This is an optimization exercise on Yosys and OpenROAD, whose aim is small area, not a production implementation.
Where RTL was checked, it was by simulation tests only, not by an equivalence proof against the original.
Power is estimated from default activity; no workload was simulated.

Setup of run 1:
==> flow/design.v <==
module mips_multi #(
  parameter int unsigned ADDR_W   = 32,
  parameter logic [31:0] RESET_PC = 32'h0000_0000
) (
  input  logic              clk,
  input  logic              rst,
  output logic              mem_req,
  output logic              mem_we,
  output logic [ADDR_W-1:0] mem_addr,
  output logic [31:0]       mem_wdata,
  input  logic [31:0]       mem_rdata,
  input  logic              mem_ready,
  output logic              halted,
  output logic [31:0]       retired
);
  localparam logic [3:0] S_CLR = 4'd0;   
  localparam logic [3:0] S_EX1 = 4'd1;   
  localparam logic [3:0] S_EX2 = 4'd2;   
  localparam logic [3:0] S_FW  = 4'd3;   
  localparam logic [3:0] S_LW  = 4'd4;   
  localparam logic [3:0] S_ST  = 4'd5;   
  localparam logic [3:0] S_AL1 = 4'd6;   
  localparam logic [3:0] S_AL2 = 4'd7;   
  localparam logic [3:0] S_HLT = 4'd8;   
  localparam logic [3:0] C_ADD  = 4'd0;
  localparam logic [3:0] C_SUB  = 4'd1;
  localparam logic [3:0] C_AND  = 4'd2;
  localparam logic [3:0] C_OR   = 4'd3;
  localparam logic [3:0] C_SLT  = 4'd4;
  localparam logic [3:0] C_ADDI = 4'd5;
  localparam logic [3:0] C_LW   = 4'd6;
  localparam logic [3:0] C_SW   = 4'd7;
  localparam logic [3:0] C_BEQ  = 4'd8;
  localparam logic [3:0] C_J    = 4'd9;
  localparam logic [3:0] C_JAL  = 4'd10;
  localparam logic [3:0] C_JR   = 4'd11;
  localparam logic [3:0] C_NOP  = 4'd12;
  localparam logic [3:0] C_HALT = 4'd13;
  logic [3:0]  r_state;
  logic [4:0]  r_ph;
  logic [3:0]  r_cls;
  logic [4:0]  r_rs;
  logic [4:0]  r_rt;
  logic        r_sgn;
  logic [31:0] r_x;
  logic [31:0] r_addr;
  logic        r_c;       
  logic        r_pcc;     
  logic        r_kc;      
  logic        r_flag;    
  logic [31:0][31:0] r_ring;
  logic [31:0] r_cnt;
  logic ph0, ph31, ph_ge2, ph_le15, ph_le17, ph_le27;
  assign ph0     = (r_ph == 5'd0);
  assign ph31    = (r_ph == 5'd31);
  assign ph_ge2  = (r_ph >= 5'd2);
  assign ph_le15 = (r_ph <= 5'd15);
  assign ph_le17 = (r_ph <= 5'd17);
  assign ph_le27 = (r_ph <= 5'd27);
  logic st_clr, st_ex1, st_ex2_run, st_st;
  assign st_clr = (r_state == S_CLR) || rst;
  assign st_ex1 = (r_state == S_EX1);
  assign st_st  = (r_state == S_ST);
  assign st_ex2_run = (r_state == S_EX2) || (st_st && mem_ready && ph0);
  logic c_rtype, c_add, c_sub, c_and, c_or, c_slt, c_addi, c_lw, c_sw, c_beq, c_j, c_jal, c_jr, c_halt;
  assign c_add  = (r_cls == C_ADD);
  assign c_sub  = (r_cls == C_SUB);
  assign c_and  = (r_cls == C_AND);
  assign c_or   = (r_cls == C_OR);
  assign c_slt  = (r_cls == C_SLT);
  assign c_addi = (r_cls == C_ADDI);
  assign c_lw   = (r_cls == C_LW);
  assign c_sw   = (r_cls == C_SW);
  assign c_beq  = (r_cls == C_BEQ);
  assign c_j    = (r_cls == C_J);
  assign c_jal  = (r_cls == C_JAL);
  assign c_jr   = (r_cls == C_JR);
  assign c_halt = (r_cls == C_HALT);
  assign c_rtype = c_add || c_sub || c_and || c_or || c_slt;
  logic [31:0] q0;         
  logic        p;          
  logic        k;          
  always_comb begin
    for (int i = 0; i < 32; i++) q0[i] = r_ring[i][0];
    q0[0] = 1'b0;
  end
  assign p = r_ring[0][0];
  assign k = r_cnt[0];
  logic a, b;
  logic [31:0] oh_a, oh_b;
  always_comb for (int i = 0; i < 32; i++) begin
    oh_a[i] = (r_rs == i[4:0]);
    oh_b[i] = (r_rt == i[4:0]);
  end
  assign a = |(q0 & oh_a);
  assign b = |(q0 & oh_b);
  logic immb;
  assign immb = (c_beq || ph_le15) ? r_x[0] : r_sgn;
  logic opb, cin, s, cout;
  assign opb  = (c_add ? b : 1'b0) | (c_sub || c_slt ? ~b : 1'b0) | (c_addi || c_lw || c_sw ? immb : 1'b0);
  assign cin  = ph0 ? (c_sub || c_slt) : r_c;
  assign s    = a ^ opb ^ cin;
  assign cout = (a & opb) | (a & cin) | (opb & cin);
  logic ne_all, taken, lt;
  assign ne_all = (!ph0 && r_flag) || (a ^ b);
  assign taken  = !ne_all;                        
  assign lt     = (a ^ b) ? a : s;                
  logic pb, pcin, ps;
  assign pb   = st_ex2_run ? (ph_ge2 && immb) : (r_ph == 5'd2);
  assign pcin = ph0 ? 1'b0 : r_pcc;
  assign ps   = p ^ pb ^ pcin;
  logic npc, pc_we;
  always_comb begin
    npc = ps;
    if (st_ex1 && c_jr) npc = a;
    else if (st_ex1 && (c_j || c_jal)) npc = !ph_ge2 ? 1'b0 : (ph_le27 ? r_x[0] : ps);
    if (st_clr) npc = 1'b0;
  end
  assign pc_we = st_clr || (st_ex1 && !c_halt) || (st_ex2_run && c_beq);
  logic       wen, wbit;
  logic [4:0] wsel;
  assign wsel = c_rtype ? r_x[15:11] : (c_jal ? 5'd31 : r_rt);
  assign wen  = (st_ex1 && (c_add || c_sub || c_and || c_or || c_addi || c_jal)) ||
                (st_ex2_run && (c_slt || c_lw));
  always_comb begin
    wbit = s;
    if (c_and) wbit = a & b;
    else if (c_or) wbit = a | b;
    else if (c_slt) wbit = ph0 && r_flag;
    else if (c_lw) wbit = r_x[0];
    else if (c_jal) wbit = ps;
    if (st_clr) wbit = 1'b0;
  end
  logic [7:0] wdec_hi;
  logic [3:0] wdec_lo;
  always_comb begin
    for (int j = 0; j < 8; j++) wdec_hi[j] = st_clr || (wen && (wsel[4:2] == j[2:0]));
    for (int j = 0; j < 4; j++) wdec_lo[j] = st_clr || (wsel[1:0] == j[1:0]);
  end
  logic anb, aw;
  always_comb begin
    anb = npc;
    if (st_ex1 && (c_lw || c_sw)) anb = s;
    else if (st_ex2_run) anb = c_beq ? ps : p;
    if (st_clr) anb = 1'b0;
  end
  assign aw = st_clr || (st_ex1 && !c_halt) || st_ex2_run;
  always_ff @(posedge clk) begin
    if (aw && !ph31) r_addr[30:0] <= {anb, r_addr[30:1]};
    if (aw && ph31)  r_addr[31]   <= anb;
  end
  logic xsh, x_ld;
  assign xsh = !rst && ((st_ex1 && (c_addi || c_lw || c_sw || c_halt)) ||
                        (st_ex1 && (c_j || c_jal) && ph_ge2) ||
                        (st_ex2_run && c_beq && ph_ge2 && (r_ph <= 5'd16)) ||
                        (st_ex2_run && c_lw));
  logic pass31, req_end;
  assign pass31 = ph31 && (st_clr || st_ex1 || (r_state == S_EX2));
  assign req_end = st_clr || (r_state == S_EX2) ||
                   (st_ex1 && !c_slt && !c_sw && !c_halt && !(c_beq && taken));
  always_comb begin
    mem_req = 1'b0;
    if (!rst) begin
      if (pass31) mem_req = req_end;
      else if (r_state == S_FW || r_state == S_LW || st_st) mem_req = 1'b1;
    end
  end
  assign mem_we    = st_st;
  assign mem_addr  = {(pass31 ? anb : r_addr[31]), r_addr[30:0]};
  assign mem_wdata = r_x;
  logic is_load_req, acc;
  assign is_load_req = (pass31 && st_ex1 && c_lw) || (r_state == S_LW);
  assign acc   = mem_req && mem_ready;
  assign x_ld  = acc && !st_st;
  logic [5:0] f_op, f_fn;
  logic [3:0] f_cls;
  assign f_op = mem_rdata[31:26];
  assign f_fn = mem_rdata[5:0];
  always_comb begin
    case (f_op)
      6'h00: begin
        case (f_fn)
          6'h20:   f_cls = C_ADD;
          6'h22:   f_cls = C_SUB;
          6'h24:   f_cls = C_AND;
          6'h25:   f_cls = C_OR;
          6'h2A:   f_cls = C_SLT;
          6'h08:   f_cls = C_JR;
          default: f_cls = C_NOP;
        endcase
      end
      6'h08:   f_cls = C_ADDI;
      6'h23:   f_cls = C_LW;
      6'h2B:   f_cls = C_SW;
      6'h04:   f_cls = C_BEQ;
      6'h02:   f_cls = C_J;
      6'h03:   f_cls = C_JAL;
      6'h3F:   f_cls = C_HALT;
      default: f_cls = C_NOP;
    endcase
  end
  assign halted  = (r_state == S_HLT);
  assign retired = r_x;
  always_ff @(posedge clk) begin
    for (int i = 1; i < 32; i++)
      r_ring[i] <= {(wdec_hi[i / 4] && wdec_lo[i % 4]) ? wbit : r_ring[i][0], r_ring[i][31:1]};
    r_ring[0] <= {pc_we ? npc : p, r_ring[0][31:1]};
  end
  logic kcin;
  assign kcin = ph0 ? (st_ex1 && !c_halt) : r_kc;
  always_ff @(posedge clk) begin
    r_cnt <= {(k ^ kcin) && !st_clr, r_cnt[31:1]};
    r_kc  <= k && kcin && !ph31;
    r_c   <= cout;
    r_pcc <= (p & pb) | (p & pcin) | (pb & pcin);
    if (st_ex1 && c_slt && ph31) r_flag <= lt;
    else if (st_ex1) r_flag <= ne_all;
  end
  always_ff @(posedge clk) begin
    if (rst) r_x <= 32'd0;
    else if (x_ld) r_x <= mem_rdata;
    else if (xsh) r_x <= {(c_halt ? k : b), r_x[31:1]};
  end
  logic fetch_acc;
  assign fetch_acc = acc && !st_st && !is_load_req;
  always_ff @(posedge clk) begin
    if (fetch_acc) begin
      r_cls <= f_cls;
      r_rs  <= mem_rdata[25:21];
      r_rt  <= mem_rdata[20:16];
      r_sgn <= mem_rdata[15];
    end
  end
  always_ff @(posedge clk) begin
    if (rst) begin
      r_state <= S_CLR;
      r_ph    <= 5'd1;
    end else begin
      r_ph <= r_ph + 5'd1;
      case (r_state)
        S_CLR: if (ph31) r_state <= mem_ready ? S_EX1 : S_FW;
        S_EX1: if (ph31) begin
          if (c_halt) r_state <= S_HLT;
          else if (c_sw) r_state <= S_ST;
          else if (c_slt || (c_beq && taken)) r_state <= S_EX2;
          else if (c_lw) r_state <= mem_ready ? S_EX2 : S_LW;
          else r_state <= mem_ready ? S_EX1 : S_FW;
        end
        S_EX2: if (ph31) r_state <= mem_ready ? S_EX1 : S_FW;
        S_FW:  if (mem_ready) r_state <= ph31 ? S_EX1 : S_AL1;
        S_LW:  if (mem_ready) r_state <= ph31 ? S_EX2 : S_AL2;
        S_ST:  if (mem_ready) r_state <= ph0 ? S_EX2 : S_AL2;
        S_AL1: if (ph31) r_state <= S_EX1;
        S_AL2: if (ph31) r_state <= S_EX2;
        S_HLT: r_state <= S_HLT;
        default: r_state <= S_CLR;
      endcase
    end
  end
endmodule
export LEC_CHECK = 0
export ABC_AREA = 1
export CAP_MARGIN = 0
export CORE_MARGIN = 2
export CORE_UTILIZATION = 45
export SLEW_MARGIN = 0
create_clock -name core_clock -period 10.0 [get_ports {clk}]
standard.sh (not shown) runs the stock make flow with config.mk's settings and CLKGATE_MAP_FILE= SYNTH_SCRIPT=/design/flow/synth_recipe.tcl, a recipe that flattens the netlist after the stock synthesis.
==> flow/flow/run.sh <==
#!/bin/bash
# Standard ORFS layout (the standard.sh) with two changes in how it is made:
# the port buffers use the smallest buffer cell (every port still gets one), and
# clock tree synthesis runs with its own arguments (no dummy balancing loads).
set -euo pipefail
export BUFFER_PORTS_ARGS="-buffer_cell sky130_fd_sc_hd__buf_1"
export CTS_ARGS="-sink_clustering_enable -repair_clock_nets -dont_use_dummy_load -buf_list sky130_fd_sc_hd__clkbuf_4 -sink_clustering_size 12 -sink_clustering_max_diameter 40"
bash standard.sh > standard_flow.log 2>&1
The inputs of run 2 differ from those of run 1 as listed below.
--- a/flow/design.v
+++ b/flow/design.v
@@ -141,19 +141,26 @@
   always_comb begin
     anb = npc;
     if (st_ex1 && (c_lw || c_sw)) anb = s;
+    else if (st_ex1 && c_halt) anb = k;
     else if (st_ex2_run) anb = c_beq ? ps : p;
     if (st_clr) anb = 1'b0;
   end
-  assign aw = st_clr || (st_ex1 && !c_halt) || st_ex2_run;
-  always_ff @(posedge clk) begin
-    if (aw && !ph31) r_addr[30:0] <= {anb, r_addr[30:1]};
-    if (aw && ph31)  r_addr[31]   <= anb;
+  assign aw = st_clr || st_ex1 || st_ex2_run;
+  logic [7:0] adec_hi;
+  logic [3:0] adec_lo;
+  always_comb begin
+    for (int j = 0; j < 8; j++) adec_hi[j] = rst || (aw && (r_ph[4:2] == j[2:0]));
+    for (int j = 0; j < 4; j++) adec_lo[j] = rst || (r_ph[1:0] == j[1:0]);
+  end
+  always_ff @(posedge clk) begin
+    for (int i = 0; i < 32; i++)
+      if (adec_hi[i / 4] && adec_lo[i % 4]) r_addr[i] <= anb && !rst;
   end
   logic xsh, x_ld;
-  assign xsh = !rst && ((st_ex1 && (c_addi || c_lw || c_sw || c_halt)) ||
-                        (st_ex1 && (c_j || c_jal) && ph_ge2) ||
-                        (st_ex2_run && c_beq && ph_ge2 && (r_ph <= 5'd16)) ||
-                        (st_ex2_run && c_lw));
+  assign xsh = (st_ex1 && (c_addi || c_lw || c_sw)) ||
+               (st_ex1 && (c_j || c_jal) && ph_ge2) ||
+               (st_ex2_run && c_beq && ph_ge2 && (r_ph <= 5'd16)) ||
+               (st_ex2_run && c_lw);
   logic pass31, req_end;
   assign pass31 = ph31 && (st_clr || st_ex1 || (r_state == S_EX2));
   assign req_end = st_clr || (r_state == S_EX2) ||
@@ -200,7 +207,7 @@
     endcase
   end
   assign halted  = (r_state == S_HLT);
-  assign retired = r_x;
+  assign retired = r_addr;
   always_ff @(posedge clk) begin
     for (int i = 1; i < 32; i++)
       r_ring[i] <= {(wdec_hi[i / 4] && wdec_lo[i % 4]) ? wbit : r_ring[i][0], r_ring[i][31:1]};
@@ -217,9 +224,8 @@
     else if (st_ex1) r_flag <= ne_all;
   end
   always_ff @(posedge clk) begin
-    if (rst) r_x <= 32'd0;
-    else if (x_ld) r_x <= mem_rdata;
-    else if (xsh) r_x <= {(c_halt ? k : b), r_x[31:1]};
+    if (x_ld) r_x <= mem_rdata;
+    else if (xsh) r_x <= {b, r_x[31:1]};
   end
   logic fetch_acc;
   assign fetch_acc = acc && !st_st && !is_load_req;
## What came out
Across run 2 and run 1, the outcome is the same: a clean finish for every run.
Between run 1 and run 2, the flow reports height of the die decreasing slightly.
In the final reports, the cell area of run 2 is smaller than that of run 1.
Max clock tree buffer count of the final layout across run 2 and run 1: run 1
Clock distribution power essentially unchanged between run 1 and run 2.
Diff run 2 and run 1: clock share of power lower in run 2
Run 2 vs run 1 — internal power component climbed slightly
Actual slew at the worst max-slew pin for run 2 is higher than for run 1.
Summary of run 2 over run 1: setup slack saw a decrease; ratio of final minimum period to clock period increased 0.66 points; largest vdd supply drop rose about 13%; post-synthesis to final-layout area growth went up; number of signal-net buffers in the layout lower.
Timing startpoint of the critical path: mem_ready -> run 2, rst -> run 1
Taking run 1 as the reference, in run 2 post-route minimum period increased by 0.066 ns relative to the old numbers; CTS clock-pin slew for the worst setup and hold paths increased by 0.02 ns relative to the old numbers.
No functional check of the RTL was part of run 1.

[what the ideal ports hide]
No port has a modelled driver above. Below, the same layouts with a new extraction and two added sets of constraints.
Step 1 sets driving cells, clkbuf_16 on the clock port and buf_2 on the other inputs (assumed; they add their load-dependent delay and slew).
Step 2 also shifts input and output timing later by t, the mid clock arrival at the registers, as if the neighbouring blocks saw the same clock.
Slacks: no drivers / after step 1 / after step 2; pairs: no drivers / after step 1.
run | t (ns) | slack for setup (ns) | latest minus earliest clock arrival (ns)
run 1 | 0.894 | 3.729 / 3.700 / 3.700 | 0.123 / 0.123
run 2 | 0.904 | 3.664 / 3.642 / 3.642 | 0.147 / 0.146
After both steps every run listed still meets setup and hold. For run 1, which loses most, drivers alone change the setup slack by -0.029 ns; drivers and shift together by -0.029 ns.
